What follows belongs to an exercise in optimizing a design on an open flow for small area and a short achievable clock period; a production flow would make more cautious choices.
Function was not checked in any run shown here: the RTL went through the layout flow alone.
Power and IR drop assume default switching activity.

==> flow/design.v, too long to show whole: its modules and the start of the top module <==
// module mult_top: 1357 lines
// module mult_fa: 10 lines
// module mult_ha: 9 lines
module mult_top (
    input  logic               clk,
    input  logic               reset,
    input  logic               in_valid,
    input  mult_pkg::operand_t a,
    input  mult_pkg::operand_t b,
    output logic               out_valid,
    output mult_pkg::product_u product
);
  // ...
==> flow/run.sh <==
#!/bin/bash
# synth_recipe.tcl (not shown) runs the flow's synth.tcl, then flattens the netlist and writes it again
# the make line also repeats each setting of config.mk as NAME=value (left out here)
make -C /OpenROAD-flow-scripts/flow DESIGN_CONFIG=/design/flow/config.mk WORK_HOME=/design/flow/orfs CLKGATE_MAP_FILE= SYNTH_SCRIPT=/design/flow/synth_recipe.tcl finish
==> flow/config.mk <==
export PLATFORM = sky130hd
export DESIGN_NAME = mult_top
export DESIGN_NICKNAME = mult_top
export VERILOG_FILES = /design/flow/design.v
export SDC_FILE = /design/flow/constraint.sdc
export NUM_CORES = 4
export LEC_CHECK = 0
export CAP_MARGIN = 20
export CORE_MARGIN = 2
export CORE_UTILIZATION = 40
export PLACE_DENSITY = 0.6
export SLEW_MARGIN = 20
export SYNTH_HIERARCHICAL = 1
==> flow/constraint.sdc <==
create_clock -name core_clock -period 8.0 [get_ports {clk}]
set_input_delay 1.6000 -clock core_clock [delete_from_list [all_inputs] [get_ports {clk}]]
set_output_delay 1.6000 -clock core_clock [all_outputs]
set_load 0.01 [all_outputs]
==> results.tsv, run 1 <==
stage	metric	value	unit
power	Clk. pwr	0.816	mW
power	Sw Share	0.4278	
flow_run	Max Cap Violations	0	
critical_path	FF-to-FF setup slack	4560	ps
run_status	status	finished clean	
logic_synthesis	Post-Syn Area	10930	um^2
final_layout	register fraction of the total cell area	0.2775	
cts	Inserted Clock Buffers	17	
die	Top Ports	68	
die	die height	169.3	um
detailed_routing	wirelength, routed	24930	um
critical_path	Buf/Inv on CP	0	
critical_path	Required @ worst endpoint	8300	ps
detailed_routing	Met3 Routed Length	1483	um
logic_synthesis	Commonest cells post-synth	and2_1 (262), fa_1 (196), dfxtp_1 (125), ha_1 (45), nor2_1 (37)	
critical_path	Reg-to-Reg Start	a_r[2]	
final_layout	Layout Cells excl Fill	1313	
critical_path	crit path capture	m1_17_2	
logic_synthesis	synth top area cells	fa_1 (36%), dfxtp_1 (23%), and2_1 (15%), edfxtp_1 (8.8%), ha_1 (5.2%)	
sta	period utilization	0.4300	
final_layout	synth-to-layout area growth	14.23	%
cts	clock sink count	157	
detailed_routing	met2 WL post-DR	10860	um
critical_path	family with the most delay on the worst path	adder cells	
logic_synthesis	adder-cell share of the synthesized area	0.4106	
cts	H-tree Lvls	4	
final_layout	most frequent cells in the layout	and2_1 (262), fa_1 (196), dfxtp_1 (125)	
global_route	met2 usage	0.2795	
cts	setup bufs post-CTS	0	
final_layout	clkbuf count	21	
min_path	Hold Path Depth	1	
min_path	Hold WC Path Type	flip-flop to flip-flop	
cts	maximum clock insertion buffer count	2	
final_layout	number of sequential cells	157	
placement	dpl cells	1281	
final_layout	Top reg by flops	product	
final_layout	Final Util	0.4644	
logic_synthesis	Post-synth ARST share	0	
power	Top power group	combinational cells	
==> inputs of run 2 (changes only) <==
--- a/flow/config.mk
+++ b/flow/config.mk
@@ -9,5 +9,6 @@
 export CORE_MARGIN = 2
 export CORE_UTILIZATION = 40
 export PLACE_DENSITY = 0.6
+export SETUP_SLACK_MARGIN = 5
 export SLEW_MARGIN = 20
 export SYNTH_HIERARCHICAL = 1
==> results.tsv, run 2 <==
stage	metric	value	unit	change
logic_synthesis	share of the synthesized area in the top cell type	0.3591		
logic_synthesis	Synth Register Bits	157		
final_layout	Layout Cells excl Fill	1405		+7.0%
logic_synthesis	synth top area cells	fa_1 (36%), dfxtp_1 (23%), and2_1 (15%), edfxtp_1 (8.8%), ha_1 (5.2%)		
global_route	first-pass GRT wire length	42190	um	
die	Die W	169.3	um	
sta	RSZ-0062 raised after global routing	true		
cts	worst skew pair latency	430	ps	
critical_path	Setup crit start kind	flip-flop		
power	register share of total power	0.222		
logic_synthesis	Cell variety after synth	43		
cts	Inserted Clock Buffers	17		unchanged
cts	# hold bufs at CTS	0		
logic_synthesis	Compound-Gate Fraction of Synth Area	0.04867		
critical_path	Required @ worst endpoint	8370	ps	+70 ps
sta	setup TNS	0	ps	
detailed_routing	routed length per instance	18.83	um	
placement	DPL Wire Length	18800	um	
final_layout	commonest non-fill, non-tap cell in the layout	and2_1		
cts	H-tree Lvls	4		unchanged
power	Comb pwr share	0.616		
final_layout	synth-to-layout area growth	23.79	%	
die	num rows	60		
logic_synthesis	number of synthesized flops with an enable pin	32		
placement	RD Place Congestion	0.8705		
final_layout	layout cells sized above 1	0.1823		
logic_synthesis	Commonest cells post-synth	and2_1 (262), fa_1 (196), dfxtp_1 (125), ha_1 (45), nor2_1 (37)		
die	die height	169.3	um	unchanged
sta	maximum clock frequency	0.3197	GHz	
final_layout	register area	3463	um^2	
detailed_routing	vias per cell	4.940		
run_status	status	finished clean		
min_path	Hold WC Path Type	flip-flop to flip-flop		
sta	final-report hold violation count	0		
logic_synthesis	sequential area share after synthesis	0.3170		
placement	dpl cells	1281		unchanged
power	Sw Share	0.4238		-0.003989
detailed_routing	drt first pass iters	4		
final_layout	most frequent cells in the layout	and2_1 (252), fa_1 (157), dfxtp_1 (125)		
sta	Final Critical Period	3128	ps	
cts	clk slew on worst S/H paths	70	ps	
final_layout	NumNets Final	1327		
final_layout	area occupied by multi-input gates	7532	um^2	
final_layout	antenna cells	0		
power	VDD IR-drop max	193.3	uV	
critical_path	Setup CP Type	flip-flop to flip-flop		
detailed_routing	number of remaining DRC errors	0		
sta	period utilization	0.3910		-0.03897
logic_synthesis	syn avg cell area	12.02	um^2	
final_layout	Top reg by flops	product		
power	P_leak	5.654	nW	
die	Die ar.	28660	um^2	
power	Psw	2.232	mW	
die	Initial Utilization	0.4066		
cts	CTS tree	built		
final_layout	Largest regs	product: 32 flops, a_r: 16 flops, b_r: 16 flops		
logic_synthesis	most frequent cell after synthesis	and2_1		
logic_synthesis	Yosys warning count	7		
sta	Final Max Slew Viols	0		
logic_synthesis	Synth Net Count	1185		
power	clock group share of total power	0.162		
sta	Layout Skew	14.11	ps	
die	core area	26880	um^2	
power	Pint	3.034	mW	
logic_synthesis	area leader, netlist	fa_1		
detailed_routing	DR vias	6940		
detailed_routing	wirelength, routed	26450	um	+6.1%
global_route	vias in the first global route	7460		
final_layout	max reg flops	32		
placement	# port buffers	67		
logic_synthesis	multiplexer share of the synthesized area	0		
flow_run	Max Cap Violations	0		unchanged
global_route	initial antenna violation count	0		
detailed_routing	post-route antenna net violation count	0		
sta	Max-slew headroom	0.6014		
sta	Slew @ Worst Pin	595.7	ps	
logic_synthesis	adder-cell share of the synthesized area	0.4106		unchanged
critical_path	Worst Setup End Kind	flip-flop		
global_route	pin count of the biggest net entering global routing	34		
sta	setup violators final	0		
min_path	Hold Path Depth	1		unchanged
logic_synthesis	simple-gate share of the synthesized area	0.1904		
critical_path	critical path arrival	3500	ps	
critical_path	crit path max fanout	7		
logic_synthesis	post-synthesis xor/xnor area fraction	0.01763		
critical_path	FF-to-FF path depth	6		
logic_synthesis	Post-synth ARST share	0		unchanged
die	Top Ports	68		unchanged
power	Pwr Density	389.3	nW/um^2	
detailed_routing	DR iter-0 viols	361		
logic_synthesis	cells after synthesis	909		
logic_synthesis	Post-synth top flop	dfxtp_1		
global_route	grt total ovfl	0		
cts	clock sink count	157		unchanged
global_route	Total GRT Usage	0.1961		
cts	clock root buffer	clkbuf_16		
logic_synthesis	Post-Syn Area	10930	um^2	unchanged
cts	maximum clock insertion buffer count	2		unchanged
logic_synthesis	main combinational cell family by area after synthesis	adder cells		
final_layout	number of fill cells	2408		
run 2: changes by cell type in the layout (fill, tap and decap cells not counted), sizes merged:
cell / delta
buf: +92
clkbuf: -3
inv: +2
bufinv: +1
run 2: through the flow:
step	setup slack (ps)	hold slack (ps)	util	area [um^2]	total power [mW]
6_report	4872	421.5	0.5033	13530	5.266
4_1_cts	4875	426.4	0.4900	13170	5.042
5_1_grt	4815	446.7	0.5033	13530	5.731
3_3_place_gp	4780	412.7	0.4440	11930	4.040
3_5_place_dp	4736	418.3	0.4440	11930	4.076
2_1_floorplan	4968	400.9	-	10980	3.248
run 2: Yosys stat by module, one instance, submodules excluded:
module    cells  cell area, um^2
mult_top    699             6835
mult_ha       1            12.51
mult_fa       1            20.02
run 2: area by class of cell:
cell class              count  area share
repair buffers            160      0.1083
flip-flops and latches    157      0.2560
clock buffers              18     0.03173
inverters                   8    0.002220
well taps                 341     0.03154
multi-input cells         707      0.5568
clock inverters            14     0.01332
run 2: power by group through the flow:
stage	clock network (mW)	logic, mW	registers (mW)
6_report	0.855	3.24	1.17
5_1_grt	0.903	3.63	1.20
4_1_cts	0.874	2.99	1.18
3_5_place_dp	0	2.84	1.24
3_3_place_gp	0	2.81	1.23
2_1_floorplan	0	2.06	1.19
run 2: timing repair:
action,in CTS,in global routing
endpoints found under the hold margin,0,0
gates cloned,0,0
buffers inserted,70,22
pin swaps,9,39
resized for setup,12,54
endpoints found under the setup margin,28,35
run 2: worst max-delay path: stages, from the launching register on:
cell and delay (ps):
edfxtp_1 540, and2_4 220, fa_2 440, fa_2 540, fa_2 440, fa_2 350
fa_2 530
run 2: cells by family after synthesis:
logic type,Yosys count
flops,157
buf+inv,45
simple gates,358
fa+ha+maj,241
compound gates,86
xor+xnor,22
run 2: path summary, 6_finish.rpt:
| kind | slack, ps | end | start |
|---|---|---|---|
| worst max-delay path | 4870 | m1_18_2 | b_r[13] |
| worst min-delay path | 420 | z[2] | z[1] |
| worst max register to register | 4870 | m1_18_2 | b_r[13] |
| worst min register to register | 420 | z[2] | z[1] |
run 2: routing by layer:
layer | wire length (um) | track usage | part of all wire
met3 | 1659 | 0.04361 | 0.063
met4 | 299 | 0.04794 | 0.011
met2 | 11820 | 0.2983 | 0.45
met5 | 0 | 0 | 0
met1 | 12670 | 0.2863 | 0.48

## port drivers added, routing unchanged
The results above use ideal ports. As a check the final layouts listed here were re-extracted and re-timed, cells and wires unchanged. Step 1 assumes that a clkbuf_16 drives the clock port and a buf_2 every other input. Step 2 also shifts input and output timing later by t, the mid clock arrival at the registers, as if the neighbouring blocks saw the same clock. Three values: no drivers, after step 1, after step 2; two values: the first two.
| run | t (ns) | setup slack, ns | cell pins on the clock port's net |
|---|---|---|---|
| run 1 | 0.469 | 4.560 / 4.560 / 4.560 | 1 |
| run 2 | 0.473 | 4.872 / 4.872 / 4.815 | 1 |
After both steps setup and hold are still met in every run listed. For run 2, which loses most, drivers alone change the setup slack by 0.000 ns; drivers and shift together by -0.057 ns.
